Context: an optimization exercise on an open-source flow, tuned for small area, a short achievable clock period and few clock cycles. The choices shown serve that exercise and are no tape-out recipe. The RTL was checked by simulation tests, not by an equivalence proof against the original design. Power and IR drop assume default switching activity.

$ cat flow/run.sh
#!/bin/bash
# The standard layout (the standard.sh, unchanged synthesis and steps),
# with every input and output port buffered by a plain buf_2 instead of the
# cell buffer_ports picks by default. All tool output goes to flow.log
set -o pipefail
bash standard.sh "BUFFER_PORTS_ARGS=-buffer_cell sky130_fd_sc_hd__buf_2" finish > flow.log 2>&1
$ cat standard.sh
#!/bin/bash
# synth_recipe.tcl (not shown) runs the flow's synth.tcl, then flattens the netlist and writes it again
# the make line also repeats each setting of config.mk as NAME=value (left out here)
make -C /OpenROAD-flow-scripts/flow DESIGN_CONFIG=/design/flow/config.mk WORK_HOME=/design/flow/orfs CLKGATE_MAP_FILE= SYNTH_SCRIPT=/design/flow/synth_recipe.tcl "${@:-finish}"
$ cat config.mk
export PLATFORM = sky130hd
export DESIGN_NAME = framebuf_manager
export DESIGN_NICKNAME = framebuf_manager
export VERILOG_FILES = /design/flow/design.v
export SDC_FILE = /design/flow/constraint.sdc
export NUM_CORES = 4
export LEC_CHECK = 0
export CAP_MARGIN = 20
export CORE_MARGIN = 2
export CORE_UTILIZATION = 60
export CTS_BUF_LIST = sky130_fd_sc_hd__clkbuf_16
export CTS_CLUSTER_DIAMETER = 60
export CTS_CLUSTER_SIZE = 30
export SETUP_SLACK_MARGIN = 3.5
export SLEW_MARGIN = 20
$ cat constraint.sdc
create_clock -name core_clock -period 6.0 [get_ports {i_clk}]
set_input_delay 1.2000 -clock core_clock [delete_from_list [all_inputs] [get_ports {i_clk}]]
set_output_delay 1.2000 -clock core_clock [all_outputs]
set_load 0.01 [all_outputs]
$ cat design.v
package fb_pkg;
	localparam int PKT_BITS = 52;
	localparam int SYM_FIELD_BITS = 8;
	localparam int COORD_BITS = 16;
	localparam int COLOR_BITS = 4;
	localparam int COLOR_WORD_BITS = 3 * COLOR_BITS;
	localparam logic [COLOR_BITS-1:0] DEFAULT_CHAN = COLOR_BITS'(5);
	typedef struct packed {
		logic [COLOR_WORD_BITS-1:0] color;
		logic [COORD_BITS-1:0]      width;
		logic [COORD_BITS-1:0]      height;
		logic [SYM_FIELD_BITS-1:0]  sym_id;
	} prog_pkt_t;
	typedef struct packed {
		logic [PKT_BITS-2*COORD_BITS-SYM_FIELD_BITS-1:0] rsvd;
		logic [COORD_BITS-1:0]                          top;
		logic [COORD_BITS-1:0]                          left;
		logic [SYM_FIELD_BITS-1:0]                      sym_id;
	} draw_pkt_t;
	typedef union packed {
		prog_pkt_t prog;
		draw_pkt_t draw;
	} pkt_word_t;
endpackage
`timescale 1ns/1ps
import fb_pkg::*;
module attr_tables
#(
	parameter int SYM_ID_BITS = 4
) (
	input  logic                       i_clk,
	input  logic                       i_prog_we,
	input  fb_pkg::pkt_word_t          i_pkt,
	input  logic [SYM_ID_BITS-1:0]     i_dim_id,
	input  logic [SYM_ID_BITS-1:0]     i_color_id,
	output logic [1:0]                 o_width,
	output logic [1:0]                 o_height,
	output logic [COLOR_WORD_BITS-1:0] o_color
);
	localparam int NUM_SYMS = 1 << SYM_ID_BITS;
	logic [COLOR_WORD_BITS-1:0] color_mem  [NUM_SYMS];
	logic [1:0]                 width_mem  [NUM_SYMS];
	logic [1:0]                 height_mem [NUM_SYMS];
	logic [SYM_ID_BITS-1:0] wr_id;
	logic [1:0]             wr_width;
	logic [1:0]             wr_height;
	assign wr_id = i_pkt.prog.sym_id[SYM_ID_BITS-1:0];
	always_comb begin
		wr_width  = i_pkt.prog.width[1:0];
		if (i_pkt.prog.width[COORD_BITS-1:2] != '0) begin
			wr_width = 2'd3;
		end
		wr_height = i_pkt.prog.height[1:0];
		if (i_pkt.prog.height[COORD_BITS-1:2] != '0 || i_pkt.prog.height[1:0] == 2'd3) begin
			wr_height = 2'd2;
		end
	end
	always_ff @(posedge i_clk) begin
		if (i_prog_we) begin
			color_mem[wr_id]  <= i_pkt.prog.color;
			width_mem[wr_id]  <= wr_width;
			height_mem[wr_id] <= wr_height;
		end
	end
	assign o_width  = width_mem[i_dim_id];
	assign o_height = height_mem[i_dim_id];
	always_ff @(posedge i_clk) begin
		o_color <= color_mem[i_color_id];
	end
endmodule
`timescale 1ns/1ps
import fb_pkg::*;
module draw_cmd_fifo
#(
	parameter int SYM_ID_BITS = 4
) (
	input  logic                   i_clk,
	input  logic                   n_btn_rst,
	input  logic                   i_push,
	input  fb_pkg::pkt_word_t      i_pkt,
	input  logic [1:0]             i_width,
	input  logic [1:0]             i_height,
	output logic                   o_valid,
	output logic [SYM_ID_BITS-1:0] o_id,
	output logic [1:0]             o_left,
	output logic [1:0]             o_top,
	output logic [1:0]             o_width,
	output logic [1:0]             o_height
);
	logic on_grid;
	assign on_grid = (i_pkt.draw.left[COORD_BITS-1:2] == '0) &&
	                 (i_pkt.draw.top[COORD_BITS-1:2] == '0) &&
	                 (i_pkt.draw.top[1:0] != 2'd3);
	always_ff @(posedge i_clk or negedge n_btn_rst) begin
		if (!n_btn_rst) begin
			o_valid <= 1'b0;
		end else begin
			o_valid <= i_push && on_grid;
		end
	end
	always_ff @(posedge i_clk) begin
		o_id     <= i_pkt.draw.sym_id[SYM_ID_BITS-1:0];
		o_left   <= i_pkt.draw.left[1:0];
		o_top    <= i_pkt.draw.top[1:0];
		o_width  <= i_width;
		o_height <= i_height;
	end
endmodule
`timescale 1ns/1ps
module sym_rasterizer
#(
	parameter int H_UNITS = 4,
	parameter int V_UNITS = 3
) (
	input  logic                         i_valid,
	input  logic [1:0]                   i_left,
	input  logic [1:0]                   i_top,
	input  logic [1:0]                   i_width,
	input  logic [1:0]                   i_height,
	output logic [H_UNITS*V_UNITS-1:0]   o_wr_mask
);
	logic [H_UNITS-1:0] col_hit;
	logic [V_UNITS-1:0] row_hit;
	logic [3:0]         x_reach;
	logic [3:0]         y_reach;
	assign x_reach = {i_width == 2'd3, i_width[1], i_width != 2'd0, 1'b1};
	assign y_reach = {i_height == 2'd3, i_height[1], i_height != 2'd0, 1'b1};
	always_comb begin
		for (int x = 0; x < H_UNITS; x++) begin
			col_hit[x] = 1'b0;
			for (int l = 0; l <= x; l++) begin
				col_hit[x] = col_hit[x] | ((i_left == 2'(l)) & x_reach[x - l]);
			end
		end
		for (int y = 0; y < V_UNITS; y++) begin
			row_hit[y] = 1'b0;
			for (int t = 0; t <= y; t++) begin
				row_hit[y] = row_hit[y] | ((i_top == 2'(t)) & y_reach[y - t]);
			end
		end
	end
	for (genvar u = 0; u < H_UNITS * V_UNITS; u++) begin : g_unit
		assign o_wr_mask[u] = i_valid && col_hit[u % H_UNITS] && row_hit[u / H_UNITS];
	end
endmodule
`timescale 1ns/1ps
module page_store #(
	parameter int SYM_ID_BITS = 4,
	parameter int H_UNITS = 4,
	parameter int V_UNITS = 3
) (
	input  logic                         i_clk,
	input  logic                         n_btn_rst,
	input  logic                         i_flip,
	input  logic [H_UNITS*V_UNITS-1:0]   i_wr_mask,
	input  logic [SYM_ID_BITS-1:0]       i_wr_id,
	input  logic [1:0]                   i_rd_col,
	input  logic [1:0]                   i_rd_row,
	input  logic [H_UNITS*V_UNITS-1:0]   i_clear_mask,
	output logic [SYM_ID_BITS-1:0]       o_rd_id
);
	localparam int NUM_UNITS = H_UNITS * V_UNITS;
	logic front_sel;
	always_ff @(posedge i_clk or negedge n_btn_rst) begin
		if (!n_btn_rst) begin
			front_sel <= 1'b0;
		end else if (i_flip) begin
			front_sel <= ~front_sel;
		end
	end
	logic [SYM_ID_BITS-1:0] unit_mem [2][NUM_UNITS];
	for (genvar p = 0; p < 2; p++) begin : g_page
		logic                   is_front;
		logic [SYM_ID_BITS-1:0] wr_data;
		assign is_front = (front_sel == 1'(p));
		assign wr_data  = is_front ? '0 : i_wr_id;
		for (genvar u = 0; u < NUM_UNITS; u++) begin : g_unit
			logic wr_en;
			assign wr_en = is_front ? i_clear_mask[u] : i_wr_mask[u];
			always_ff @(posedge i_clk) begin
				if (wr_en) begin
					unit_mem[p][u] <= wr_data;
				end
			end
		end
	end
	logic [SYM_ID_BITS-1:0] front_mem [NUM_UNITS];
	for (genvar u = 0; u < NUM_UNITS; u++) begin : g_front
		assign front_mem[u] = front_sel ? unit_mem[1][u] : unit_mem[0][u];
	end
	logic [SYM_ID_BITS-1:0] row_rd [V_UNITS];
	for (genvar y = 0; y < V_UNITS; y++) begin : g_row
		assign row_rd[y] = front_mem[y * H_UNITS + int'(i_rd_col)];
	end
	assign o_rd_id = i_rd_row[1] ? row_rd[2] : (i_rd_row[0] ? row_rd[1] : row_rd[0]);
endmodule
`timescale 1ns/1ps
import fb_pkg::*;
module pixel_colorer
#(
	parameter int SYM_ID_BITS = 4,
	parameter int H_UNITS = 4,
	parameter int V_UNITS = 3
) (
	input  logic                       i_clk,
	input  logic                       n_btn_rst,
	input  logic                       i_draw_en,
	input  logic [COORD_BITS-1:0]      i_sx,
	input  logic [COORD_BITS-1:0]      i_sy,
	input  logic [SYM_ID_BITS-1:0]     i_rd_id,
	input  logic [COLOR_WORD_BITS-1:0] i_color,
	output logic [1:0]                 o_rd_col,
	output logic [1:0]                 o_rd_row,
	output logic [H_UNITS*V_UNITS-1:0] o_clear_mask,
	output logic [SYM_ID_BITS-1:0]     o_color_id,
	output logic [COLOR_BITS-1:0]      o_color_r,
	output logic [COLOR_BITS-1:0]      o_color_g,
	output logic [COLOR_BITS-1:0]      o_color_b
);
	logic                   last_pix;
	logic                   en_q1;
	logic                   en_q2;
	logic [SYM_ID_BITS-1:0] id_q1;
	assign o_rd_col = i_sx[3:2];
	assign o_rd_row = i_sy[3:2];
	assign last_pix = i_draw_en && (i_sx[1:0] == 2'd3) && (i_sy[1:0] == 2'd3);
	for (genvar u = 0; u < H_UNITS * V_UNITS; u++) begin : g_clr
		assign o_clear_mask[u] = last_pix && (i_sx[3:2] == 2'(u % H_UNITS)) &&
		                         (i_sy[3:2] == 2'(u / H_UNITS));
	end
	always_ff @(posedge i_clk) begin
		id_q1 <= i_rd_id;
	end
	assign o_color_id = id_q1;
	always_ff @(posedge i_clk or negedge n_btn_rst) begin
		if (!n_btn_rst) begin
			en_q1 <= 1'b0;
			en_q2 <= 1'b0;
		end else begin
			en_q1 <= i_draw_en;
			en_q2 <= en_q1;
		end
	end
	always_ff @(posedge i_clk) begin
		if (en_q2) begin
			o_color_r <= i_color[COLOR_BITS-1:0];
			o_color_g <= i_color[2*COLOR_BITS-1:COLOR_BITS];
			o_color_b <= i_color[3*COLOR_BITS-1:2*COLOR_BITS];
		end else begin
			o_color_r <= DEFAULT_CHAN;
			o_color_g <= DEFAULT_CHAN;
			o_color_b <= DEFAULT_CHAN;
		end
	end
endmodule
`timescale 1ns/1ps
import fb_pkg::*;
module framebuf_manager
#(
	parameter int SYM_ID_BITS = 4,
	parameter int H_UNITS = 4,
	parameter int V_UNITS = 3
) (
	input  logic                  i_clk,
	input  logic                  n_btn_rst,
	input  logic                  i_sym_mode,
	input  logic                  i_pkt_valid,
	input  fb_pkg::pkt_word_t     i_pkt,
	input  logic                  i_frame_end,
	input  logic                  i_draw_en,
	input  logic [COORD_BITS-1:0] i_sx,
	input  logic [COORD_BITS-1:0] i_sy,
	output logic [COLOR_BITS-1:0] o_color_r,
	output logic [COLOR_BITS-1:0] o_color_g,
	output logic [COLOR_BITS-1:0] o_color_b,
	output logic                  o_cmd_full,
	output logic                  o_draw_idle
);
	localparam int NUM_UNITS = H_UNITS * V_UNITS;
	logic                       prog_we;
	logic                       draw_we;
	logic [1:0]                 sym_width;
	logic [1:0]                 sym_height;
	logic                       cmd_valid;
	logic [SYM_ID_BITS-1:0]     cmd_id;
	logic [1:0]                 cmd_left;
	logic [1:0]                 cmd_top;
	logic [1:0]                 cmd_width;
	logic [1:0]                 cmd_height;
	logic [NUM_UNITS-1:0]       wr_mask;
	logic [NUM_UNITS-1:0]       clear_mask;
	logic [1:0]                 rd_col;
	logic [1:0]                 rd_row;
	logic [SYM_ID_BITS-1:0]     rd_id;
	logic [SYM_ID_BITS-1:0]     color_id;
	logic [COLOR_WORD_BITS-1:0] color_word;
	assign prog_we = i_pkt_valid && !i_sym_mode;
	assign draw_we = i_pkt_valid && i_sym_mode;
	assign o_cmd_full  = 1'b0;
	assign o_draw_idle = 1'b1;
	attr_tables #(.SYM_ID_BITS(SYM_ID_BITS)) u_attr (
		.i_clk(i_clk), .i_prog_we(prog_we), .i_pkt(i_pkt),
		.i_dim_id(i_pkt.draw.sym_id[SYM_ID_BITS-1:0]), .i_color_id(color_id),
		.o_width(sym_width), .o_height(sym_height), .o_color(color_word)
	);
	draw_cmd_fifo #(.SYM_ID_BITS(SYM_ID_BITS)) u_fifo (
		.i_clk(i_clk), .n_btn_rst(n_btn_rst), .i_push(draw_we), .i_pkt(i_pkt),
		.i_width(sym_width), .i_height(sym_height),
		.o_valid(cmd_valid), .o_id(cmd_id), .o_left(cmd_left), .o_top(cmd_top),
		.o_width(cmd_width), .o_height(cmd_height)
	);
	sym_rasterizer #(.H_UNITS(H_UNITS), .V_UNITS(V_UNITS)) u_rast (
		.i_valid(cmd_valid), .i_left(cmd_left), .i_top(cmd_top),
		.i_width(cmd_width), .i_height(cmd_height), .o_wr_mask(wr_mask)
	);
	page_store #(.SYM_ID_BITS(SYM_ID_BITS), .H_UNITS(H_UNITS), .V_UNITS(V_UNITS)) u_pages (
		.i_clk(i_clk), .n_btn_rst(n_btn_rst), .i_flip(i_frame_end), .i_wr_mask(wr_mask), .i_wr_id(cmd_id),
		.i_rd_col(rd_col), .i_rd_row(rd_row), .i_clear_mask(clear_mask), .o_rd_id(rd_id)
	);
	pixel_colorer #(.SYM_ID_BITS(SYM_ID_BITS), .H_UNITS(H_UNITS), .V_UNITS(V_UNITS)) u_colorer (
		.i_clk(i_clk), .n_btn_rst(n_btn_rst), .i_draw_en(i_draw_en),
		.i_sx(i_sx), .i_sy(i_sy), .i_rd_id(rd_id), .i_color(color_word),
		.o_rd_col(rd_col), .o_rd_row(rd_row), .o_clear_mask(clear_mask),
		.o_color_id(color_id),
		.o_color_r(o_color_r), .o_color_g(o_color_g), .o_color_b(o_color_b)
	);
endmodule
==> results of run 1 <==
-- logic make-up after synthesis --
group | share of synthesized area [%]
xor gates and xnor gates | 0.0581
AOI/OAI and AO/OA | 1.53
muxes | 16.0
DFF | 76.1
other | 0.0498
buffers and inverters | 1.44
and+or+nand+nor | 4.79
-- worst max path at each step --
stage | cells past startpoint | slack, ps | to | from
global placement | 3 | 2380 | u_attr.color_mem[3][6] | i_pkt[0]
finish | 4 | 3550 | u_pages.unit_mem[11][3] | i_sx[2]
CTS | 5 | 3480 | u_pages.unit_mem[18][3] | i_draw_en
detailed placement | 3 | 2320 | u_attr.color_mem[3][3] | i_pkt[0]
global route | 3 | 3490 | u_attr.color_mem[8][4] | i_pkt[3]
floorplan | 3 | 3330 | u_attr.color_mem[3][0] | i_pkt[1]
-- routing by layer --
metal | GRT usage, % | vias to the layer above | wire length, um
met3 | 3.95 | 48 | 1960
met5 | 0 | - | 11
li1 | - | 3233 | -
met2 | 38.3 | 260 | 14800
met1 | 36.2 | 3880 | 13100
met4 | 4.99 | 2 | 582
-- cell usage in the layout, fill, tap and decap left out, drive strengths merged --
cell | Yosys | routed
edfxtp | 352 | 352
buf | 21 | 109
mux4 | 96 | 96
nand2 | 40 | 40
dfxtp | 40 | 40
clkbuf | 17 | 27
o21ai | 25 | 25
nand3 | 24 | 24
nor2 | 22 | 22
mux2i | 20 | 20
inv | 3 | 17
and2 | 11 | 11
nand2b | 10 | 10
nor4 | 8 | 8
nand4 | 7 | 7
nor2b | 7 | 7
nor3 | 6 | 6
clkinv | 0 | 6
mux2 | 4 | 4
a22oi | 4 | 4
o211ai | 4 | 4
dfrtp | 4 | 4
or2 | 3 | 3
conb | 2 | 2
nand4b | 1 | 1
or3b | 1 | 1
or3 | 1 | 1
a2111oi | 1 | 1
a211o | 1 | 1
and3 | 1 | 1
o31ai | 1 | 1
a21boi | 1 | 1
nor4b | 1 | 1
a211oi | 1 | 1
a21oi | 1 | 1
xor2 | 1 | 1
bufinv | 0 | 1
clkinvlp | 0 | 1
-- area by class of cell --
type	count	area (um^2)	share of cell area, %
Clock inverter	22	287	1.66
Inverter	3	11.3	0.0651
Sequential cell	396	11500	66.3
Timing Repair Buffer	109	846	4.89
Multi-Input combinational cell	305	3600	20.8
Clock buffer	27	676	3.90
Tap cell	324	405	2.34
-- timing repair --
action                     4_1_cts  5_1_grt
buffers inserted                27        7
gates resized for setup          4        3
setup endpoints to repair      296      166
pin swaps                       13        5
hold buffers                     0        0
-- state kept, by name, indices dropped and copies added (netlist names) --
signal	cells
u_fifo.o_left	2
u_fifo.o_valid	1
u_attr.width_mem	32
u_fifo.o_top	2
u_colorer.en_q1	1
u_fifo.o_width	2
u_pages.front_sel	1
u_colorer.o_color_b	4
u_attr.height_mem	32
u_attr.o_color	12
u_fifo.o_height	2
u_colorer.en_q2	1
u_pages.unit_mem	96
u_colorer.o_color_r	4
u_fifo.o_id	4
u_colorer.id_q1	4
u_colorer.o_color_g	4
u_attr.color_mem	192
-- where the power goes --
group	leakage (uW)	switching, uW	internal (uW)	total (uW)
Clock	0.000473	1010	947	1960
Sequential	0.00367	146	3140	3290
Combinational	0.00157	357	407	764
-- cells in the mapped netlist, types with 2 or more instances --
master    instances  area, um^2
conb_1            2        7.51
dfxtp_1          40         801
clkbuf_1         17        63.8
or2_2             3        18.8
nand4_1           7        43.8
and2_1           11        68.8
nor3_1            6        30.0
nor2_1           22        82.6
nor2b_1           7        43.8
buf_1             4        15.0
a22oi_1           4        30.0
inv_1             3        11.3
nand3_1          24         120
buf_4             4        30.0
o21ai_1           7        35.0
nor4_1            7        43.8
mux2_2            4        45.0
nand2_1          40         150
nand2b_1         10        62.6
edfxtp_1        352       10600
o21ai_0          18        90.1
buf_2             9        45.0
mux4_2           95        2140
o211ai_1          4        30.0
buf_6             2        22.5
dfrtp_1           4         100
buf_8             2        30.0
mux2i_1          20         200
-- metrics by stage --
| stage | cells | util, % | power, uW |
|---|---|---|---|
| finish | 1186 | 70.8 | 6010 |
| global route | 1186 | 70.8 | 6240 |
| CTS | 1178 | 70.2 | 6040 |
| detailed placement | 1102 | 64.8 | 4090 |
| global placement | 1102 | 64.8 | 4070 |
| floorplan | 742 | - | 3890 |
-- critical path: cells and delay by family --
family          cells  cell delay (ps)
compound gates      1              460
buf+inv             1              390
simple gates        2              570
==> run summary, run 1 <==
* Outcome: timing/DRC/antenna clean
* Core ar. at 0.0245 mm^2
* Setup crit end kind: flop
* Critical Path RT at 6180 ps
* Mapped Avg Cell Area at about 20 um^2
* Placed inst area at 0.0158 mm^2
* Initial core utilization at 61.6%
* Fin crit share at 40.8%
* DRC Markers at 0
* R2r setup slk at 3730 ps
* Worst r2r src: u_colorer.id_q1[0]
* Fillers at approximately 1500
* Sequential share of the synthesized area at roughly three quarters
* Clock root cell: clkbuf_16
* Slowest-stage cell, CP: o21ai_1
* Final Skew at 34.4 ps
* TNS Setup at 0 ps
* Routed vias/inst at 6.26
* Vias at 7423
* Placer Congestion at 0.803
* Synth Register Bits at 396
* Area of the die at roughly 0.026 mm^2
* Setup Crit Path Kind: input pin to flop
* Vias in the first global route at 7593
* Pwr dens at 348 mW/mm^2
* Deepest level of the CTS H-tree at 1
* Clock tree buffer depth at 3
* Post-synth EDFFs at roughly 350
* Worst Hold Class: flop to flop
* Worst Path Max Fanout at 20
* Post-Place Setup Slack at 2320 ps
* First-pass GRT wire length at 46300 um
* Worst Hold Path EP: u_colorer.en_q2
* Area delta synth->final at 14.9%
* Critical Path Source Type: input pin
* Minimum clock period at 2450 ps
* Most common flop cell mapped by yosys: edfxtp_1
* Routed wire per std cell at 25.7 um
* Crit path arrival time at 2620 ps
* Post-Layout Inst Area at 0.0173 mm^2
* Worst hold path depth at 0
* Clock sinks at between 300 and 400
* Slew Limit Fails at 0
* Final setup violation count at 0
* GRT Util Overall at 24.0%
* Syn nets at 832
* Max_cap viols at 0
* Reg2reg path depth at 2
* CTS Buf Count at 27
* # diodes at 0
* ANT nets after route at 0
* Final nets at 932
* Reg clk slew, reported paths at roughly 100 ps
* Critical path's largest stage delay at 460 ps
* Yosys synthesis warning count at 8
* F_max at 0.409 GHz
* Final worst setup slack at approximately 3600 ps
* Final Hold Viols at 0
* RSZ-0062 raised after global routing: false
* Reg2reg end: u_attr.o_color[6]
* Leak at 0.00571 uW
* CTS tree: built
* Post-Syn Area at ~0.015 mm^2
* Worst-margin pin slew at approximately 1100 ps
* Port bufs at 73
* Routed wire length at between 30000 and 40000 um
* Unique cell type count in the Yosys netlist at 42
* Worst vdd ir at 0.000292 V
* Share of post-route cells with drive strength above 1 at around 34%
* Crit-path cells: buf_2, and2_1, nand2_1, o21ai_1
* # IOs at 104
* Length of the first detailed-routing pass in iterations at 5
* Iteration-0 DRC Markers at roughly 900
* Clock latency (worst-skew pair) at 560 ps
* Num rows at 57
* Gr ovfl total at 0
* Post-DP HPWL at 17800 um
* Async S/R FF share, synth at under 10%
* Post-Syn Instances at 742
* Hold path start: u_colorer.en_q1
* Initial antenna violation count at 1
* Die height at 162 um
* Largest net degree at the start of global routing at 90
* Slew margin rel. at between 20% and 30%
* WHS at 364 ps
* Horiz. Die Dim at between 150 and 200 um
Testbench counts, summed over its fixed seeds: cycles 1,536.
==> run 2, diff against run 1 <==
--- a/config.mk
+++ b/config.mk
@@ -9,7 +9,7 @@
 export CORE_MARGIN = 2
 export CORE_UTILIZATION = 60
 export CTS_BUF_LIST = sky130_fd_sc_hd__clkbuf_16
-export CTS_CLUSTER_DIAMETER = 60
-export CTS_CLUSTER_SIZE = 30
+export CTS_CLUSTER_DIAMETER = 80
+export CTS_CLUSTER_SIZE = 36
 export SETUP_SLACK_MARGIN = 3.5
 export SLEW_MARGIN = 20
==> run 2 against run 1 <==
Net effect: still clean on timing, DRC and antenna; global-route usage down 0.27 points; final area fell by 2.9%; clock power shrank 36%; synthesized cell count is the same; final cell count shrank 2.0%; largest cell class unchanged; largest power group unchanged.
==> run summary, run 2 <==
* Critical Path Source Type: input pin
* Slew margin rel. at 27.9% (+3.2 points)
* Top-area cell type share of the netlist area at 70.1% (unchanged)
* Crit path buffers/inverters at 2 (+1)
* ANT nets after route at 0 (unchanged)
* Sequential share of the synthesized area at 76.1% (unchanged)
* Final nets at 920 (-1.3%)
* Initial core utilization at 61.6% (unchanged)
* Minimum clock period at 2420 ps (-24.6 ps)
* Post-Syn Area at 0.0151 mm^2 (unchanged)
* Share of post-route cells with drive strength above 1 at 31.9% (-2.0 points)
* Area leader, netlist: edfxtp_1
* Clock root cell: clkbuf_16
* Largest regs: u_attr.color_mem: 192 flops, u_pages.unit_mem: 96 flops
* Routed vias/inst at 6.26 (about the same)
* Max reg flops at 192 (unchanged)
* R2r setup slk at 3740 ps (about the same)
* Die height at 162 um (unchanged)
* Critical path capture point: u_pages.unit_mem[10][0]
* # IOs at 104 (unchanged)
* First-pass GRT wire length at 45700 um (-1.4%)
* Largest net degree at the start of global routing at 90 (unchanged)
* Post-synth EDFFs at 352 (unchanged)
* Max_cap viols at 0 (unchanged)
* CTS Buf Count at 15 (-44%)
* Top cells by area, synth: edfxtp_1 70%, mux4_2 14%, dfxtp_1 5.3%
* Pwr dens at 316 mW/mm^2 (-9.0%)
* Reg2reg end: u_attr.o_color[1]
* Final setup violation count at 0 (unchanged)
* Routed wire length at 30100 um (-1.2%)
* Reg2reg path depth at 2 (unchanged)
* F_max at 0.413 GHz (+1.0%)
* Levels on crit path at 5 (+1)
* Critical Path RT at 6150 ps (-30 ps)
* Port bufs at 73 (unchanged)
* # diodes at 0 (unchanged)
* Worst Hold Class: flop to flop
* Worst Path Max Fanout at 8 (-60%)
* Placer Congestion at 0.803 (unchanged)
* CTS tree: built
* Top reg by flops: u_attr.color_mem
* Critical path's largest stage delay at 490 ps (+30 ps)
* Layout Cells excl Fill at 1162 (-2.0%)
* Leak at 0.00547 uW (-4.2%)
* Yosys synthesis warning count at 8 (unchanged)
* Multi-input combinational cell area at 0.00361 mm^2 (+0.14%)
* Most common cell in the synthesized netlist: edfxtp_1
* Final Hold Viols at 0 (unchanged)
* TNS Setup at 0 ps (unchanged)
* Commonest non-fill, non-tap cell in the layout: edfxtp_1
* Worst r2r src: u_colorer.id_q1[0]
* Routed wire per std cell at 25.9 um (+0.88%)
* Crit path arrival time at 2570 ps (-50 ps)
* Crit-path cells: buf_2, inv_1, nor4_4, nand2_1, o21ai_1
* Setup crit end kind: flop
* Post-synth top cells: 352 x edfxtp_1, 95 x mux4_2, 40 x dfxtp_1, 40 x nand2_1, 24 x nand3_1
* Most common flop cell mapped by yosys: edfxtp_1
* Gr ovfl total at 0 (unchanged)
* Fin crit share at 40.3% (-0.41 points)
* Clock tree buffer depth at 3 (unchanged)
* Post-DP HPWL at 17800 um (unchanged)
* RSZ-0062 raised after global routing: false
* Unique cell type count in the Yosys netlist at 42 (unchanged)
* Num rows at 57 (unchanged)
* CP delay by family, top: simple AND/OR/NAND/NOR gates
* Async S/R FF share, synth at 1.01% (unchanged)
* Syn nets at 832 (unchanged)
* Slew Limit Fails at 0 (unchanged)
* Area of the die at 0.0264 mm^2 (unchanged)
* Commonest non-fill, non-tap cells in the layout: 352 x edfxtp_1, 95 x mux4_2, 72 x buf_2
* Reg clk slew, reported paths at 130 ps (+30 ps)
* CP startpoint: i_sy[3]
* Fillers at 1536 (+2.3%)
* Post-Syn Instances at 742 (unchanged)
* Clock sinks at 396 (unchanged)
* Mapped Avg Cell Area at 20.3 um^2 (unchanged)
* DRC Markers at 0 (unchanged)
* Initial antenna violation count at 1 (unchanged)
* Final Skew at 24.0 ps (-10.4 ps)
* Vias in the first global route at 7458 (-1.8%)
* Slowest-stage cell, CP: nor4_4
* Worst-margin pin slew at 1080 ps (-48.4 ps)
* Outcome: timing/DRC/antenna clean
* Synth Register Bits at 396 (unchanged)
* Seq. cell area at 0.0115 mm^2 (unchanged)
* Length of the first detailed-routing pass in iterations at 5 (unchanged)
* GRT Util Overall at 23.7% (-0.27 points)
* Deepest level of the CTS H-tree at 1 (unchanged)
* Placed Instances at 1102 (unchanged)
* Worst vdd ir at 0.000267 V (-8.5%)
* Iteration-0 DRC Markers at 912 (+1.0%)
* Vias at 7272 (-2.0%)
* Horiz. Die Dim at 162 um (unchanged)
* Setup Crit Path Kind: input pin to flop
* Core ar. at 0.0245 mm^2 (unchanged)
* Area delta synth->final at 11.5%
* Clock latency (worst-skew pair) at 520 ps (-40 ps)
==> run 2: cell count changes in the layout (fill, tap and decap cells not counted), moves of 2 or more <==
cell       before  now
inv_12          4    0
inv_6           4    1
clkinv_1        1    3
clkinv_8        4    1
inv_16          3    0
clkbuf_16      27   15
==> run 2: worst min-delay path by stage <==
stage / depth (start not counted) / startpoint / to / slack, ps
2_1_floorplan: 0 / u_colorer.en_q1 / u_colorer.en_q2 / 330
3_5_place_dp: 0 / u_colorer.en_q1 / u_colorer.en_q2 / 360
4_1_cts: 0 / u_colorer.en_q1 / u_colorer.en_q2 / 390
3_3_place_gp: 0 / u_colorer.en_q1 / u_colorer.en_q2 / 340
6_report: 0 / u_colorer.en_q1 / u_colorer.en_q2 / 390
5_1_grt: 0 / u_colorer.en_q1 / u_colorer.en_q2 / 410
==> run 2: report_power, final <==
group	switching [uW]	internal (uW)	leakage (uW)	total, uW
sequential	138	3140	0.00367	3280
combinational	368	407	0.00158	775
clock	776	478	0.000228	1250
==> run 2: timing repair <==
item                       in CTS  in global routing
resized for setup               5                  5
setup buffers                  31                  3
hold buffers                    0                  0
pin swaps                      17                  3
setup endpoints to repair     308                 88
==> run 2: logic make-up after synthesis <==
group | after synthesis | synth area share (%)
and+or+nand+nor | 143 | 4.79
AOI/OAI and AO/OA | 39 | 1.53
DFF | 396 | 76.1
other | 2 | 0.0498
buffers and inverters | 41 | 1.44
xor gates and xnor gates | 1 | 0.0581
muxes | 120 | 16.0
==> run 2: stage by stage <==
stage	hold slack, ps	util (%)	power [uW]	cell area (um^2)	worst slack, ps
6_report	390	68.7	5310	16800	3580
5_1_grt	409	68.7	5500	16800	3510
4_1_cts	392	68.3	5310	16700	3510
3_5_place_dp	362	64.8	4090	15800	2320
3_3_place_gp	343	64.8	4070	15800	2380
2_1_floorplan	331	-	3890	15300	3330
==> run 2: layer usage <==
metal / vias to the layer above / wire (um) / global-route usage, % / part of all wire, %
met5: - / 13 / 0 / 0.043
met2: 253 / 14600 / 37.7 / 49
met1: 3793 / 13100 / 36.6 / 43
met4: 2 / 608 / 4.71 / 2.0
li1: 3177 / - / - / -
met3: 47 / 1780 / 3.13 / 5.9
==> run 2: cell type report <==
type | instances | area share [%]
clock buffers | 15 | 2.23
clock inverters | 10 | 0.372
inverters | 3 | 0.0670
multi-input cells | 305 | 21.5
flip-flops and latches | 396 | 68.3
well taps | 324 | 2.41
repair buffers | 109 | 5.11
==> run 2: worst reg2reg max path: stages, from the launching register on <==
cell and delay (ps):
dfxtp_4 1000, mux4_1 700, mux4_2 450
==> run 3, diff against run 2 <==
--- a/config.mk
+++ b/config.mk
@@ -9,7 +9,7 @@
 export CORE_MARGIN = 2
 export CORE_UTILIZATION = 60
 export CTS_BUF_LIST = sky130_fd_sc_hd__clkbuf_16
-export CTS_CLUSTER_DIAMETER = 80
-export CTS_CLUSTER_SIZE = 36
+export CTS_CLUSTER_DIAMETER = 100
+export CTS_CLUSTER_SIZE = 32
 export SETUP_SLACK_MARGIN = 3.5
 export SLEW_MARGIN = 20
==> run 3 against run 2 <==
Net effect: highest routed layer unchanged; still clean on timing, DRC and antenna; critical endpoint is now u_pages.unit_mem[11][0]; non-clock buffer count grew 5; critical path depth shrank 1; critical path type unchanged; core utilization grew 0.41 points; final cell count grew 0.69%; register-to-register slack is essentially flat.
==> run summary, run 3 <==
* Worst r2r src: u_colorer.id_q1[0]
* DRC Markers at 0 (unchanged)
* Critical path's largest stage delay at 460 ps (-30 ps)
* Largest regs: u_attr.color_mem: 192 flops, u_pages.unit_mem: 96 flops
* Horiz. Die Dim at 162 um (unchanged)
* Power share of the combinational group at 14.4% (-0.2 points)
* Pwr dens at 317 mW/mm^2 (+0.38%)
* Top-area cell type share of the netlist area at 70.1% (unchanged)
* Hold path start: u_colorer.en_q1
* Crit path buffers/inverters at 1 (-1)
* P_sw at 1280 uW (-0.26%)
* Slowest-stage cell, CP: and2_1
* Mapped Avg Cell Area at 20.3 um^2 (unchanged)
* Clock tree buffer depth at 3 (unchanged)
* Fin crit share at 41.1% (+0.79 points)
* Worst hold path depth at 0 (unchanged)
* Length of the first detailed-routing pass in iterations at 4 (-1)
* Sequential share of the synthesized area at 76.1% (unchanged)
* Commonest non-fill, non-tap cell in the layout: edfxtp_1
* Slew margin rel. at 30.8% (+2.9 points)
* Worst-margin pin slew at 1040 ps (-44.0 ps)
* CP delay by family, top: simple AND/OR/NAND/NOR gates
* CTS tree: built
* Placed Instances at 1102 (unchanged)
* Reg2reg end: u_attr.o_color[1]
* Clock root cell: clkbuf_16
* Max_cap viols at 0 (unchanged)
* Top reg by flops: u_attr.color_mem
* Sw frac at 23.8% (-0.30 points)
* Final setup violation count at 0 (unchanged)
* Most common flop cell mapped by yosys: edfxtp_1
* # IOs at 104 (unchanged)
* Syn nets at 832 (unchanged)
* Die height at 162 um (unchanged)
* Routed wire per std cell at 25.9 um (about the same)
* Crit-path cells: buf_2, and2_1, nand2_1, o21ai_1
* Setup crit end kind: flop
* Routed vias/inst at 6.26 (about the same)
* Post-synth top cells: 352 x edfxtp_1, 95 x mux4_2, 40 x dfxtp_1, 40 x nand2_1, 24 x nand3_1
* Worst Path Max Fanout at 20 (+12)
* Synth Register Bits at 396 (unchanged)
* Worst Hold Class: flop to flop
* F_max at 0.405 GHz (-1.9%)
* Initial antenna violation count at 1 (unchanged)
* Area delta synth->final at 12.2%
* Iteration-0 DRC Markers at 699 (-23%)
* CTS Buf Count at 16 (+1)
* R2r setup slk at 3740 ps (about the same)
* Share of post-route cells with drive strength above 1 at 31.8% (-0.065 points)
* Outcome: timing/DRC/antenna clean
* Most common cell in the synthesized netlist: edfxtp_1
* Reg clk slew, reported paths at 120 ps (about the same)
* Clock power share at 24.4% (+0.8 points)
* Core ar. at 0.0245 mm^2 (unchanged)
* Num rows at 57 (unchanged)
* Post-Syn Area at 0.0151 mm^2 (unchanged)
* Post-Syn Instances at 742 (unchanged)
* Top cells by area, synth: edfxtp_1 70%, mux4_2 14%, dfxtp_1 5.3%
* Sequential Power Share at 61.2% (-0.6 points)
* Routed wire length at 30300 um (+0.65%)
* Clock latency (worst-skew pair) at 510 ps (about the same)
* Vias at 7329 (+0.78%)
* Internal cell power at 4080 uW (+1.4%)
* Max reg flops at 192 (unchanged)
* Fillers at 1534 (-0.13%)
* WHS at 383 ps (-7.05 ps)
* Slew Limit Fails at 0 (unchanged)
* Area leader, netlist: edfxtp_1
* Final nets at 926 (+0.65%)
* ANT nets after route at 0 (unchanged)
* Post-synth EDFFs at 352 (unchanged)
* Worst vdd ir at 0.000230 V (-14%)
* Post-DP HPWL at 17800 um (unchanged)
* Final Core Density at 69.1% (+0.41 points)
* Largest net degree at the start of global routing at 90 (unchanged)
* Placer Congestion at 0.803 (unchanged)
* RSZ-0062 raised after global routing: true
* Final Hold Viols at 0 (unchanged)
* First-pass GRT wire length at 45700 um (about the same)
* Clock sinks at 396 (unchanged)
* Hold Buf Count CTS at 0 (unchanged)
* Port bufs at 73 (unchanged)
* Minimum clock period at 2470 ps (+47.4 ps)
* Yosys synthesis warning count at 8 (unchanged)
* Multi-input combinational cell area at 0.00360 mm^2 (-0.21%)
* Reg2reg path depth at 2 (unchanged)
* TNS Setup at 0 ps (unchanged)
* Area of the die at 0.0264 mm^2 (unchanged)
* Layout Cells excl Fill at 1170 (+0.69%)
* GRT Util Overall at 23.7% (-0.051 points)
* Final Skew at 22.0 ps (-2.00 ps)
* Critical Path RT at 6170 ps (+20 ps)
* Deepest level of the CTS H-tree at 1 (unchanged)
* # diodes at 0 (unchanged)
* Vias in the first global route at 7502 (+0.59%)
* Initial core utilization at 61.6% (unchanged)
* Gr ovfl total at 0 (unchanged)
* Setup Crit Path Kind: input pin to flop
* Critical Path Source Type: input pin
* Async S/R FF share, synth at 1.01% (unchanged)
* Commonest non-fill, non-tap cells in the layout: 352 x edfxtp_1, 95 x mux4_2, 72 x buf_2
* Unique cell type count in the Yosys netlist at 42 (unchanged)
* Seq. cell area at 0.0115 mm^2 (unchanged)
* Crit path arrival time at 2640 ps (+70 ps)
* Leak at 0.00555 uW (+1.3%)
* Worst Hold Path EP: u_colorer.en_q2
==> run 3: cell counts after synthesis <==
No cell type changed its count.
==> run 3: per-stage QoR <==
| step | total power (uW) | cell area, um^2 | setup WS, ps |
|---|---|---|---|
| 2_1_floorplan | 3890 | 15300 | 3330 |
| 3_3_place_gp | 4070 | 15800 | 2380 |
| 3_5_place_dp | 4090 | 15800 | 2320 |
| 4_1_cts | 5380 | 16700 | 3500 |
| 5_1_grt | 5560 | 16900 | 3500 |
| 6_report | 5360 | 16900 | 3530 |
==> run 3: worst max path at each step <==
stage / endpoint / from / cells after the start
6_report: u_pages.unit_mem[11][0] / i_sx[2] / 4
2_1_floorplan: u_attr.color_mem[3][0] / i_pkt[1] / 3
3_5_place_dp: u_attr.color_mem[3][3] / i_pkt[0] / 3
5_1_grt: u_pages.unit_mem[11][3] / i_sx[2] / 4
3_3_place_gp: u_attr.color_mem[3][6] / i_pkt[0] / 3
4_1_cts: u_attr.color_mem[12][4] / i_pkt[2] / 3
==> run 3: logic make-up after synthesis <==
group,after synthesis,share of synthesized area [%]
and+or+nand+nor,143,4.79
other,2,0.0498
AOI/OAI and AO/OA,39,1.53
xor gates and xnor gates,1,0.0581
buffers and inverters,41,1.44
muxes,120,16.0
DFF,396,76.1
==> run 3: what timing repair did <==
action                     in CTS  in global routing
pin swaps                      17                  4
gates resized for setup         5                  3
buffers inserted               29                  9
setup endpoints to repair     301                100
==> run 3: power by group through the flow <==
stage                     logic [uW]  clock network (uW)  registers [uW]
final                            774                1310            3280
after global routing             828                1430            3310
after CTS                        680                1340            3360
after detailed placement         672                   0            3420
after global placement           658                   0            3410
after floorplan                  658                   0            3240
==> run 3: cell type report <==
| cell class | instances | area share (%) |
|---|---|---|
| clock buffers | 17 | 2.52 |
| flip-flops and latches | 396 | 67.9 |
| inverters | 3 | 0.0666 |
| repair buffers | 114 | 5.45 |
| clock inverters | 11 | 0.341 |
| multi-input cells | 305 | 21.3 |
| well taps | 324 | 2.40 |
==> run 3: per-layer routing <==
metal	routed length (um)	global-route usage [%]
met5	13	0
met4	551	5.43
met2	14800	37.8
met1	13000	35.8
met3	1870	3.46
==> run 3: worst reg2reg max path, stage by stage, from the launching register on <==
cell,delay (ps)
dfxtp_4,1000
mux4_1,700
mux4_2,450
==> run 4, diff against run 3 <==
--- a/config.mk
+++ b/config.mk
@@ -11,5 +11,5 @@
 export CTS_BUF_LIST = sky130_fd_sc_hd__clkbuf_16
 export CTS_CLUSTER_DIAMETER = 100
 export CTS_CLUSTER_SIZE = 32
-export SETUP_SLACK_MARGIN = 3.5
+export SETUP_SLACK_MARGIN = 3.7
 export SLEW_MARGIN = 20
==> run 4 against run 3 <==
Net effect: sequential share of layout area fell by 0.86 points; core utilization rose by 0.89 points; clock skew fell by 5.5 ps; area after synthesis did not move; via count rose by 0.25%; critical endpoint is now u_pages.unit_mem[10][2].
==> run summary, run 4 <==
* Top cells by area, synth: edfxtp_1 70%, mux4_2 14%, dfxtp_1 5.3%
* Leak at 0.00565 uW (+1.9%)
* # IOs at 104 (unchanged)
* CP delay by family, top: buffers and inverters
* Setup crit end kind: flop
* Worst Hold Class: flop to flop
* Seq. cell area at 0.0115 mm^2 (unchanged)
* Commonest non-fill, non-tap cell in the layout: edfxtp_1
* Yosys synthesis warning count at 8 (unchanged)
* Multi-input combinational cell area at 0.00374 mm^2 (+3.9%)
* CTS tree: built
* Num rows at 57 (unchanged)
* Top reg by flops: u_attr.color_mem
* Slew margin rel. at 26.6% (-4.2 points)
* GRT Util Overall at 24.0% (+0.34 points)
* First-pass GRT wire length at 46100 um (+0.88%)
* Placed inst area at 0.0159 mm^2 (+0.62%)
* Largest regs: u_attr.color_mem: 192 flops, u_pages.unit_mem: 96 flops
* Area of the die at 0.0264 mm^2 (unchanged)
* Outcome: timing/DRC/antenna clean
* ANT nets after route at 0 (unchanged)
* Crit path arrival time at 2480 ps (-160 ps)
* Fin crit share at 37.6% (-3.5 points)
* Post-Layout Inst Area at 0.0171 mm^2 (+1.3%)
* DRC Markers at 0 (unchanged)
* Pwr dens at 315 mW/mm^2 (-0.73%)
* Gr ovfl total at 0 (unchanged)
* Slew Limit Fails at 0 (unchanged)
* F_max at 0.443 GHz (+9.4%)
* Commonest non-fill, non-tap cells in the layout: 352 x edfxtp_1, 95 x mux4_2, 72 x buf_2
* Most common flop cell mapped by yosys: edfxtp_1
* Initial core utilization at 61.6% (unchanged)
* RSZ-0062 raised after global routing: true
* Vias in the first global route at 7578 (+1.0%)
* Fillers at 1496 (-2.5%)
* Post-Syn Area at 0.0151 mm^2 (unchanged)
* Clock root cell: clkbuf_16
* Syn nets at 832 (unchanged)
* Worst r2r src: u_pages.front_sel
* Sequential share of the synthesized area at 76.1% (unchanged)
* Final worst setup slack at 3740 ps (+212 ps)
* Length of the first detailed-routing pass in iterations at 7 (+3)
* Core ar. at 0.0245 mm^2 (unchanged)
* Crit path buffers/inverters at 4 (+3)
* Minimum clock period at 2260 ps (-212 ps)
* Die height at 162 um (unchanged)
* Iteration-0 DRC Markers at 657 (-6.0%)
* Worst Path Max Fanout at 8 (-60%)
* Mapped Avg Cell Area at 20.3 um^2 (unchanged)
* Routed vias/inst at 6.24 (-0.44%)
* Most common cell in the synthesized netlist: edfxtp_1
* Initial antenna violation count at 1 (unchanged)
* Critical path's largest stage delay at 270 ps (-190 ps)
* Post-DP HPWL at 17900 um (+0.41%)
* Post-synth EDFFs at 352 (unchanged)
* Clock sinks at 396 (unchanged)
* R2r setup slk at 3790 ps (+50 ps)
* # diodes at 0 (unchanged)
* Setup Crit Path Kind: input pin to flop
* Critical Path Source Type: input pin
* Critical Path RT at 6220 ps (+50 ps)
* Async S/R FF share, synth at 1.01% (unchanged)
* Horiz. Die Dim at 162 um (unchanged)
* Synth Register Bits at 396 (unchanged)
* Final Skew at 16.5 ps (-5.48 ps)
* Slowest-stage cell, CP: nor4_4
* Clock tree buffer depth at 3 (unchanged)
* Unique cell type count in the Yosys netlist at 42 (unchanged)
* Post-synth top cells: 352 x edfxtp_1, 95 x mux4_2, 40 x dfxtp_1, 40 x nand2_1, 24 x nand3_1
* Final Core Density at 70.0% (+0.89 points)
* Total chip power at 5390 uW (+0.55%)
* Final nets at 934 (+0.86%)
* Final Hold Viols at 0 (unchanged)
* Final setup violation count at 0 (unchanged)
* Max_cap viols at 0 (unchanged)
* Worst vdd ir at 0.000355 V (+54%)
* Deepest level of the CTS H-tree at 1 (unchanged)
* Post-Place Setup Slack at 2290 ps (-26.5 ps)
* Hold path start: u_colorer.en_q1
* TNS Setup at 0 ps (unchanged)
* CP startpoint: i_draw_en
* Routed wire length at 30600 um (+1.0%)
* Crit path top cell by count: buf_6
* Largest net degree at the start of global routing at 49 (-46%)
* Crit-path cells: buf_2, nand4_1, buf_6, buf_4, nor4_4, buf_6, nand2_1, o21ai_4
* Clock latency (worst-skew pair) at 510 ps (about the same)
* CTS Buf Count at 16 (unchanged)
* Share of post-route cells with drive strength above 1 at 35.6% (+3.8 points)
* Routed wire per std cell at 26.0 um (+0.33%)
* Area leader, netlist: edfxtp_1
* Placer Congestion at 0.766 (-4.6%)
* Area delta synth->final at 13.6%
* Vias at 7347 (+0.25%)
* Post-Syn Instances at 742 (unchanged)
* Reg clk slew, reported paths at 110 ps (about the same)
* Worst-margin pin slew at 1100 ps (+63.0 ps)
* Top-area cell type share of the netlist area at 70.1% (unchanged)
* Max reg flops at 192 (unchanged)
* Port bufs at 73 (unchanged)
-- run 4: cell counts after synthesis --
No cell type changed its count.
-- run 4: what timing repair did --
item / 4_1_cts / 5_1_grt
hold buffers: 0 / 0
pin swaps: 19 / 3
endpoints found under the setup margin: 404 / 91
gates resized for setup: 9 / 22
buffers inserted: 43 / 2
gates cloned: 0 / 0
-- run 4: per-stage QoR --
| step | hold slack, ps | instances |
|---|---|---|
| 2_1_floorplan | 331 | 742 |
| 3_3_place_gp | 336 | 1105 |
| 3_5_place_dp | 339 | 1105 |
| 4_1_cts | 366 | 1176 |
| 5_1_grt | 382 | 1178 |
| 6_report | 364 | 1178 |
-- run 4: final cells by class --
class                   instances  area share (%)
multi-input cells             305            21.8
flip-flops and latches        396            67.1
well taps                     324            2.37
clock buffers                  17            2.49
clock inverters                11           0.336
repair buffers                122            5.84
inverters                       3          0.0658
-- run 4: kinds of logic (layout without fill, tap and decap cells) --
| group | count (synthesis) | count (layout) | synth area share [%] |
|---|---|---|---|
| AND/OR/NAND/NOR | 143 | 143 | 4.79 |
| flip-flops | 396 | 396 | 76.1 |
| other | 2 | 2 | 0.0498 |
| XOR/XNOR | 1 | 1 | 0.0581 |
| multiplexers | 120 | 120 | 16.0 |
| buffers and inverters | 41 | 153 | 1.44 |
| AO/OA/AOI/OAI | 39 | 39 | 1.53 |
-- run 4: final timing paths --
| kind | cells after the start | endpoint |
|---|---|---|
| worst max-delay path | 8 | u_pages.unit_mem[10][2] |
| worst min-delay path | 0 | u_colorer.en_q2 |
| worst max register to register | 4 | u_colorer.id_q1[0] |
| worst min register to register | 0 | u_colorer.en_q2 |
| max in group asynchronous | 1 | u_pages.front_sel |
| min in group asynchronous | 1 | u_pages.front_sel |
-- run 4: layer usage --
metal  vias up  GRT usage [%]  share of wire, %
met2       244           40.0                50
li1       3202              -                 -
met1      3854           35.2                42
met3        45           2.72               5.6
met4         2           5.67               2.4
met5         -              0             0.036
-- run 4: where the power goes --
group | total, uW | switching [uW] | internal, uW
clock network | 1310 | 777 | 532
logic | 846 | 435 | 411
registers | 3240 | 93.0 | 3140
==> run 5, diff against run 4 <==
--- a/config.mk
+++ b/config.mk
@@ -10,6 +10,6 @@
 export CORE_UTILIZATION = 60
 export CTS_BUF_LIST = sky130_fd_sc_hd__clkbuf_16
 export CTS_CLUSTER_DIAMETER = 100
-export CTS_CLUSTER_SIZE = 32
-export SETUP_SLACK_MARGIN = 3.7
+export CTS_CLUSTER_SIZE = 30
+export SETUP_SLACK_MARGIN = 4.0
 export SLEW_MARGIN = 20
==> run 5 against run 4 <==
Net effect: still clean; sequential share of layout area down 2.9 points; power up 3.1%; global-route usage up 1.0 points; non-clock buffer count up 17; highest routed layer is now met4.
==> run summary, run 5 <==
* CTS tree: built
* Die height at 162 um (unchanged)
* Setup Crit Path Kind: flop to primary output
* Top cells by area, synth: edfxtp_1 70%, mux4_2 14%, dfxtp_1 5.3%
* Vias in the first global route at 7704 (+1.7%)
* Pwr dens at 311 mW/mm^2 (-1.4%)
* Commonest non-fill, non-tap cell in the layout: edfxtp_1
* Post-synth top cells: 352 x edfxtp_1, 95 x mux4_2, 40 x dfxtp_1, 40 x nand2_1, 24 x nand3_1
* # IOs at 104 (unchanged)
* Most common flop cell mapped by yosys: edfxtp_1
* Synth Register Bits at 396 (unchanged)
* Clock sinks at 396 (unchanged)
* Largest net degree at the start of global routing at 54 (+10%)
* P_sw at 1390 uW (+6.6%)
* Slew Limit Fails at 0 (unchanged)
* Outcome: timing/DRC/antenna clean
* Power share of the combinational group at 18.0% (+2.3 points)
* Worst-margin pin slew at 868 ps (-230 ps)
* Async S/R FF share, synth at 1.01% (unchanged)
* Final Skew at 20.9 ps (+4.41 ps)
* TNS Setup at 0 ps (unchanged)
* Area leader, netlist: edfxtp_1
* GRT Util Overall at 25.1% (+1.0 points)
* Worst vdd ir at 0.000249 V (-30%)
* Initial antenna violation count at 0 (-1)
* Final worst setup slack at 3840 ps (+100 ps)
* Clock latency (worst-skew pair) at 520 ps (about the same)
* Critical Path RT at 4800 ps (-1420 ps)
* First-pass GRT wire length at 48000 um (+4.1%)
* Internal cell power at 4170 uW (+2.0%)
* Leak at 0.00595 uW (+5.4%)
* Crit-path cells: buf_6
* # diodes at 0 (unchanged)
* Top-area cell type share of the netlist area at 70.1% (unchanged)
* Worst Hold Class: flop to flop
* Minimum clock period at 2160 ps (-100 ps)
* Core ar. at 0.0245 mm^2 (unchanged)
* Post-Syn Area at 0.0151 mm^2 (unchanged)
* Crit path buffers/inverters at 1 (-3)
* Area of the die at 0.0264 mm^2 (unchanged)
* RSZ-0062 raised after global routing: true
* Iteration-0 DRC Markers at 697 (+6.1%)
* Placer Congestion at 0.776 (+1.4%)
* Final setup violation count at 0 (unchanged)
* Area delta synth->final at 18.8%
* Mapped Avg Cell Area at 20.3 um^2 (unchanged)
* Unique cell type count in the Yosys netlist at 42 (unchanged)
* Share of post-route cells with drive strength above 1 at 40.4% (+4.8 points)
* Port bufs at 73 (unchanged)
* Seq. cell area at 0.0115 mm^2 (about the same)
* Slew margin rel. at 42.0% (+15 points)
* Num rows at 57 (unchanged)
* CTS Buf Count at 17 (+1)
* Initial core utilization at 61.6% (unchanged)
* Top reg by flops: u_attr.color_mem
* Routed wire length at 32500 um (+6.1%)
* Horiz. Die Dim at 162 um (unchanged)
* Critical Path Source Type: flop
* Most common cell in the synthesized netlist: edfxtp_1
* Clock tree buffer depth at 3 (unchanged)
* Clock root cell: clkbuf_16
* Post-Syn Instances at 742 (unchanged)
* Deepest level of the CTS H-tree at 1 (unchanged)
* Multi-input combinational cell area at 0.00408 mm^2 (+9.2%)
* Post-DP HPWL at 17900 um (+0.26%)
* Crit path arrival time at 960 ps (-1520 ps)
* Post-synth EDFFs at 352 (unchanged)
* Commonest non-fill, non-tap cells in the layout: 352 x edfxtp_1, 95 x mux4_2, 56 x buf_2
* Reg clk slew, reported paths at 110 ps (about the same)
* Placed Instances at 1104 (-0.090%)
* Yosys synthesis warning count at 8 (unchanged)
* Layout Cells excl Fill at 1196 (+1.5%)
* Worst Path Max Fanout at 1 (-7)
* Setup crit end kind: primary output
* Max_cap viols at 0 (unchanged)
* Syn nets at 832 (unchanged)
* Sequential Power Share at 58.2% (-1.8 points)
* Critical path's largest stage delay at 330 ps (+60 ps)
* Sequential share of the synthesized area at 76.1% (unchanged)
* Final nets at 952 (+1.9%)
* DRC Markers at 0 (unchanged)
* CP delay by family, top: flip-flops
* Sw frac at 25.0% (+0.81 points)
* Clock power share at 23.8% (-0.5 points)
* Largest regs: u_attr.color_mem: 192 flops, u_pages.unit_mem: 96 flops
* Routed wire per std cell at 27.1 um (+4.5%)
* ANT nets after route at 0 (unchanged)
* Routed vias/inst at 6.31 (+1.2%)
* Length of the first detailed-routing pass in iterations at 5 (-2)
* Final Hold Viols at 0 (unchanged)
* Gr ovfl total at 0 (unchanged)
* Slowest-stage cell, CP: dfxtp_2
* Post-Place Setup Slack at 2270 ps (-23.0 ps)
* Fin crit share at 35.9% (-1.7 points)
* Max reg flops at 192 (unchanged)
* Vias at 7547 (+2.7%)
* Fillers at 1434 (-4.1%)
* F_max at 0.464 GHz (+4.6%)
run 5: cell counts after synthesis:
No cell type changed its count.
run 5: per-layer routing:
| layer | track usage, % | up-vias | wire [um] |
|---|---|---|---|
| li1 | - | 3247 | - |
| met2 | 42.4 | 296 | 16600 |
| met1 | 35.6 | 3956 | 12900 |
| met4 | 5.79 | 0 | 678 |
| met3 | 3.41 | 48 | 2200 |
| met5 | 0 | - | 0 |
run 5: final cells by class:
type | count | area share (%)
Multi-Input combinational cell | 305 | 22.8
Sequential cell | 396 | 64.2
Timing Repair Buffer | 139 | 7.95
Tap cell | 324 | 2.26
Clock buffer | 17 | 2.38
Inverter | 3 | 0.0629
Clock inverter | 12 | 0.364
run 5: cells by family after synthesis:
family                 share of synthesized area, %
other                                        0.0498
AO/OA/AOI/OAI                                  1.53
buffers and inverters                          1.44
multiplexers                                   16.0
flip-flops                                     76.1
AND/OR/NAND/NOR                                4.79
XOR/XNOR                                     0.0581
run 5: worst paths after layout:
path,end,slack (ps),cells past startpoint,from
worst max-delay path,o_color_r[1],3840,1,u_colorer.o_color_r[1]
worst min register to register,u_colorer.en_q2,370,0,u_colorer.en_q1
worst min-delay path,u_colorer.en_q2,370,0,u_colorer.en_q1
min in group asynchronous,u_fifo.o_valid,520,1,n_btn_rst
worst max register to register,u_pages.unit_mem[23][3],4110,4,u_fifo.o_top[0]
max in group asynchronous,u_pages.front_sel,5270,1,n_btn_rst
run 5: metrics by stage:
stage / hold slack, ps / instance area, um^2 / total power [uW] / util (%)
after floorplan: 331 / 15500 / 3910 / -
after global placement: 346 / 16000 / 4090 / 65.5
after global routing: 390 / 17900 / 5750 / 73.2
after CTS: 374 / 17500 / 5500 / 71.6
final: 370 / 17900 / 5560 / 73.2
after detailed placement: 353 / 16000 / 4120 / 65.5
run 5: repair_timing:
item,in CTS,in global routing
hold buffers,0,0
gates cloned,1,1
resized for setup,63,56
setup buffers,47,14
endpoints found under the setup margin,496,312
pin swaps,28,26
hold endpoints to repair,0,0
run 5: power by group through the flow:
| stage | Clock [uW] | Sequential (uW) | Combinational [uW] |
|---|---|---|---|
| after floorplan | 0 | 3240 | 674 |
| after detailed placement | 0 | 3370 | 750 |
| after global placement | 0 | 3360 | 733 |
| final | 1320 | 3240 | 1000 |
| after global routing | 1440 | 3250 | 1060 |
| after CTS | 1340 | 3240 | 915 |
==> run 6, diff against run 5 <==
--- a/config.mk
+++ b/config.mk
@@ -5,11 +5,12 @@
 export SDC_FILE = /design/flow/constraint.sdc
 export NUM_CORES = 4
 export LEC_CHECK = 0
+export ABC_AREA = 1
 export CAP_MARGIN = 20
 export CORE_MARGIN = 2
 export CORE_UTILIZATION = 60
 export CTS_BUF_LIST = sky130_fd_sc_hd__clkbuf_16
 export CTS_CLUSTER_DIAMETER = 100
 export CTS_CLUSTER_SIZE = 30
-export SETUP_SLACK_MARGIN = 4.0
+export SETUP_SLACK_MARGIN = 3.85
 export SLEW_MARGIN = 20
==> run 6 against run 5 <==
Net effect: global-route usage rose by 0.41 points; sequential power barely moved; synthesized cell count rose by 100%; maximum frequency barely moved; critical path depth did not move; combinational power rose by about 20%; die area rose by 7.5%; clock power barely moved; non-clock buffer count fell by 27; still clean on timing, DRC and antenna; via count rose by 37%; setup slack did not move.
==> run summary, run 6 <==
* Iteration-0 DRC Markers at 1038 (+49%)
* Clock tree buffer depth at 3 (unchanged)
* Core ar. at 0.0267 mm^2 (+9.3%)
* Commonest non-fill, non-tap cells in the layout: 425 x nand2_1, 352 x edfxtp_1, 148 x inv_1
* Routed wire length at 36400 um (+12%)
* CTS Buf Count at 17 (unchanged)
* Levels on crit path at 1 (unchanged)
* Multi-input combinational cell area at 0.00410 mm^2 (+0.37%)
* Critical path capture point: o_color_b[0]
* Share of post-route cells with drive strength above 1 at 13.9% (-26 points)
* Area leader, netlist: edfxtp_1
* Crit path buffers/inverters at 1 (unchanged)
* Slew margin rel. at 49.2% (+7.2 points)
* Routed wire per std cell at 19.0 um (-30%)
* # diodes at 0 (unchanged)
* Worst r2r src: u_pages.front_sel
* Num rows at 60 (+5.3%)
* Top-area cell type share of the netlist area at 65.1% (-5.0 points)
* TNS Setup at 0 ps (unchanged)
* Area delta synth->final at 11.1%
* Post-Syn Instances at 1499 (+100%)
* Reg clk slew, reported paths at 100 ps (about the same)
* Setup Crit Path Kind: flop to primary output
* Mapped Avg Cell Area at 10.8 um^2 (-47%)
* Clock sinks at 396 (unchanged)
* Routed vias/inst at 5.42 (-14%)
* Deepest level of the CTS H-tree at 1 (unchanged)
* Crit-path cells: buf_2
* Gr ovfl total at 0 (unchanged)
* Top cells by area, synth: edfxtp_1 65%, nand2_1 10%, dfxtp_1 4.9%
* Final Skew at 12.5 ps (-8.38 ps)
* Syn nets at 1589 (+91%)
* Fin crit share at 35.9% (unchanged)
* Sequential share of the synthesized area at 70.7% (-5.4 points)
* Unique cell type count in the Yosys netlist at 29 (-31%)
* Reg2reg end: u_colorer.id_q1[0]
* F_max at 0.464 GHz (about the same)
* Vias at 10400 (+37%)
* Top reg by flops: u_attr.color_mem
* Worst hold path depth at 0 (unchanged)
* Hold Buf Count CTS at 0 (unchanged)
* Final setup violation count at 0 (unchanged)
* Max reg flops at 192 (unchanged)
* Worst-margin pin slew at 758 ps (-111 ps)
* Final Hold Viols at 0 (unchanged)
* DRC Markers at 0 (unchanged)
* ANT nets after route at 0 (unchanged)
* Placer Congestion at 0.834 (+7.4%)
* Post-Place Setup Slack at 2810 ps (+541 ps)
* Initial core utilization at 60.7% (-0.88 points)
* Worst vdd ir at 0.000398 V (+60%)
* Slew Limit Fails at 0 (unchanged)
* Yosys synthesis warning count at 8 (unchanged)
* Async S/R FF share, synth at 1.01% (unchanged)
* Reg2reg path depth at 7 (+3)
* Critical path's largest stage delay at 320 ps (about the same)
* Fillers at 2009 (+40%)
* # IOs at 104 (unchanged)
* Outcome: timing/DRC/antenna clean
* Crit path arrival time at 960 ps (about the same)
* Max_cap viols at 0 (unchanged)
* Length of the first detailed-routing pass in iterations at 5 (unchanged)
* First-pass GRT wire length at 53900 um (+12%)
* Pwr dens at 319 mW/mm^2 (+2.6%)
* Clock root cell: clkbuf_16
* RSZ-0062 raised after global routing: true
* Commonest non-fill, non-tap cell in the layout: nand2_1
* Critical Path Source Type: flop
* Seq. cell area at 0.0115 mm^2 (about the same)
* CTS tree: built
* Worst Hold Class: flop to flop
* Worst Path Max Fanout at 1 (unchanged)
* Area of the die at 0.0284 mm^2 (+7.5%)
* Most common cell in the synthesized netlist: nand2_1
* Post-synth top cells: 438 x nand2_1, 352 x edfxtp_1, 165 x nor2_1
* Critical Path RT at 4800 ps (about the same)
* Leak at 0.00712 uW (+20%)
* Horiz. Die Dim at 168 um (+3.7%)
* Final worst setup slack at 3840 ps (unchanged)
* Slowest-stage cell, CP: dfxtp_1
* CP startpoint: u_colorer.o_color_b[0]
* Port bufs at 73 (unchanged)
* Setup crit end kind: primary output
* Post-synth EDFFs at 352 (unchanged)
* Most common flop cell mapped by yosys: edfxtp_1
* Clock latency (worst-skew pair) at 530 ps (about the same)
* R2r setup slk at 3920 ps (-190 ps)
* Post-DP HPWL at 20600 um (+15%)
* Largest net degree at the start of global routing at 107 (+98%)
* Largest regs: u_attr.color_mem: 192 flops, u_pages.unit_mem: 96 flops
* Vias in the first global route at 9337 (+21%)
* Die height at 168 um (+3.7%)
* Minimum clock period at 2160 ps (unchanged)
* Post-Syn Area at 0.0162 mm^2 (+7.7%)
* Synth Register Bits at 396 (unchanged)
* Final nets at 1653 (+74%)
* GRT Util Overall at 25.5% (+0.41 points)
* CP delay by family, top: flip-flops
* Initial antenna violation count at 1 (+1)
==> run 6: changes by cell type after synthesis, moves of 10 or more <==
cell      delta
mux4_2      -95
mux2i_1     -20
and2_1      -11
nand3_1    +111
nand2b_1    -10
o21ai_1     +17
o21ai_0     +43
o211ai_1    +23
nand2_1    +398
inv_1      +141
nor2_1     +143
buf_2       +20
==> run 6: what timing repair did <==
item / 4_1_cts / 5_1_grt
gates resized for setup: 6 / 14
buffers inserted: 27 / 2
setup endpoints to repair: 348 / 89
pin swaps: 17 / 2
gates cloned: 0 / 1
==> run 6: routing by layer <==
metal	routed length, um	track usage (%)	vias to the layer above
li1	-	-	5080
met5	0	0	-
met2	17400	41.6	320
met3	2350	3.69	45
met1	15800	36.8	4921
met4	791	6.03	0
==> run 6: logic make-up (layout without fill, tap and decap cells) <==
| family | Yosys count | count (layout) | synth area share, % |
|---|---|---|---|
| flops | 396 | 396 | 70.7 |
| buf+inv | 220 | 294 | 6.10 |
| other cells | 2 | 2 | 0.0463 |
| compound gates | 120 | 120 | 4.13 |
| simple gates | 760 | 760 | 19.0 |
| xor+xnor | 1 | 1 | 0.0540 |
==> run 6: report_power, final <==
group	total [uW]	switching [uW]	internal (uW)
Clock	1340	802	535
Combinational	1200	861	338
Sequential	3210	63.7	3140
==> run 6: cell type report <==
| class | count | share of cell area [%] |
|---|---|---|
| Clock buffer | 17 | 2.36 |
| Clock inverter | 12 | 0.375 |
| Inverter | 152 | 3.30 |
| Multi-Input combinational cell | 883 | 22.7 |
| Sequential cell | 396 | 63.7 |
| Tap cell | 341 | 2.37 |
| Timing Repair Buffer | 112 | 5.14 |
| Timing Repair inverter | 1 | 0.0278 |
==> run 6: through the flow <==
step                      hold WS [ps]  instances  area, um^2  power [uW]  util [%]
after floorplan                    331       1499       16600        4110         -
after global placement             344       1854       17000        4410      63.6
after detailed placement           338       1855       17000        4440      63.7
after CTS                          373       1911       18000        5750      67.2
after global routing               386       1914       18000        5990      67.4
final                              371       1914       18000        5740      67.4
==> run 6: worst min path at each step <==
stage | startpoint | slack, ps | endpoint
after floorplan | u_colorer.en_q1 | 330 | u_colorer.en_q2
after detailed placement | u_colorer.en_q1 | 340 | u_colorer.en_q2
after global placement | u_colorer.en_q1 | 340 | u_colorer.en_q2
after global routing | u_colorer.en_q1 | 390 | u_colorer.en_q2
after CTS | u_colorer.en_q1 | 370 | u_colorer.en_q2
final | u_colorer.en_q1 | 370 | u_colorer.en_q2

==> afterwards: timing with drivers on the ports <==
The flow's constraints put no driver on any port. The routed layouts listed below were extracted and timed again, unchanged, in two steps.
Step 1: set_driving_cell puts a clkbuf_16 on i_clk and a buf_2 on each other input, an assumption about the parent block.
Step 2 adds t to the input delays and takes it off the output delays; t is the mean of the earliest and latest rising clock arrival at the registers after step 1. Input paths then give back, and output paths get back, about the clock's delay inside the block.
Three values: no drivers, after step 1, after step 2; two values: the first two.
run | t (ns) | setup WS [ns] | hold slack, ns | slew at the worst register clock pin (ns) | cell pins on the clock port's net
run 1 | 0.593 | 3.555 / 3.580 / 2.987 | 0.364 / 0.364 / 0.364 | 0.11 / 0.11 | 1
run 2 | 0.556 | 3.579 / 3.605 / 3.049 | 0.390 / 0.390 / 0.390 | 0.13 / 0.13 | 1
run 3 | 0.555 | 3.532 / 3.559 / 3.004 | 0.383 / 0.383 / 0.383 | 0.12 / 0.12 | 1
run 4 | 0.560 | 3.744 / 3.745 / 3.185 | 0.364 / 0.364 / 0.364 | 0.12 / 0.12 | 1
run 5 | 0.556 | 3.844 / 3.797 / 3.298 | 0.370 / 0.370 / 0.370 | 0.12 / 0.12 | 1
run 6 | 0.574 | 3.844 / 3.792 / 3.335 | 0.371 / 0.371 / 0.371 | 0.11 / 0.11 | 1
After both steps setup and hold are still met in every run listed. For run 1, which loses most, drivers alone change the setup slack by +0.025 ns; drivers and shift together by -0.568 ns.
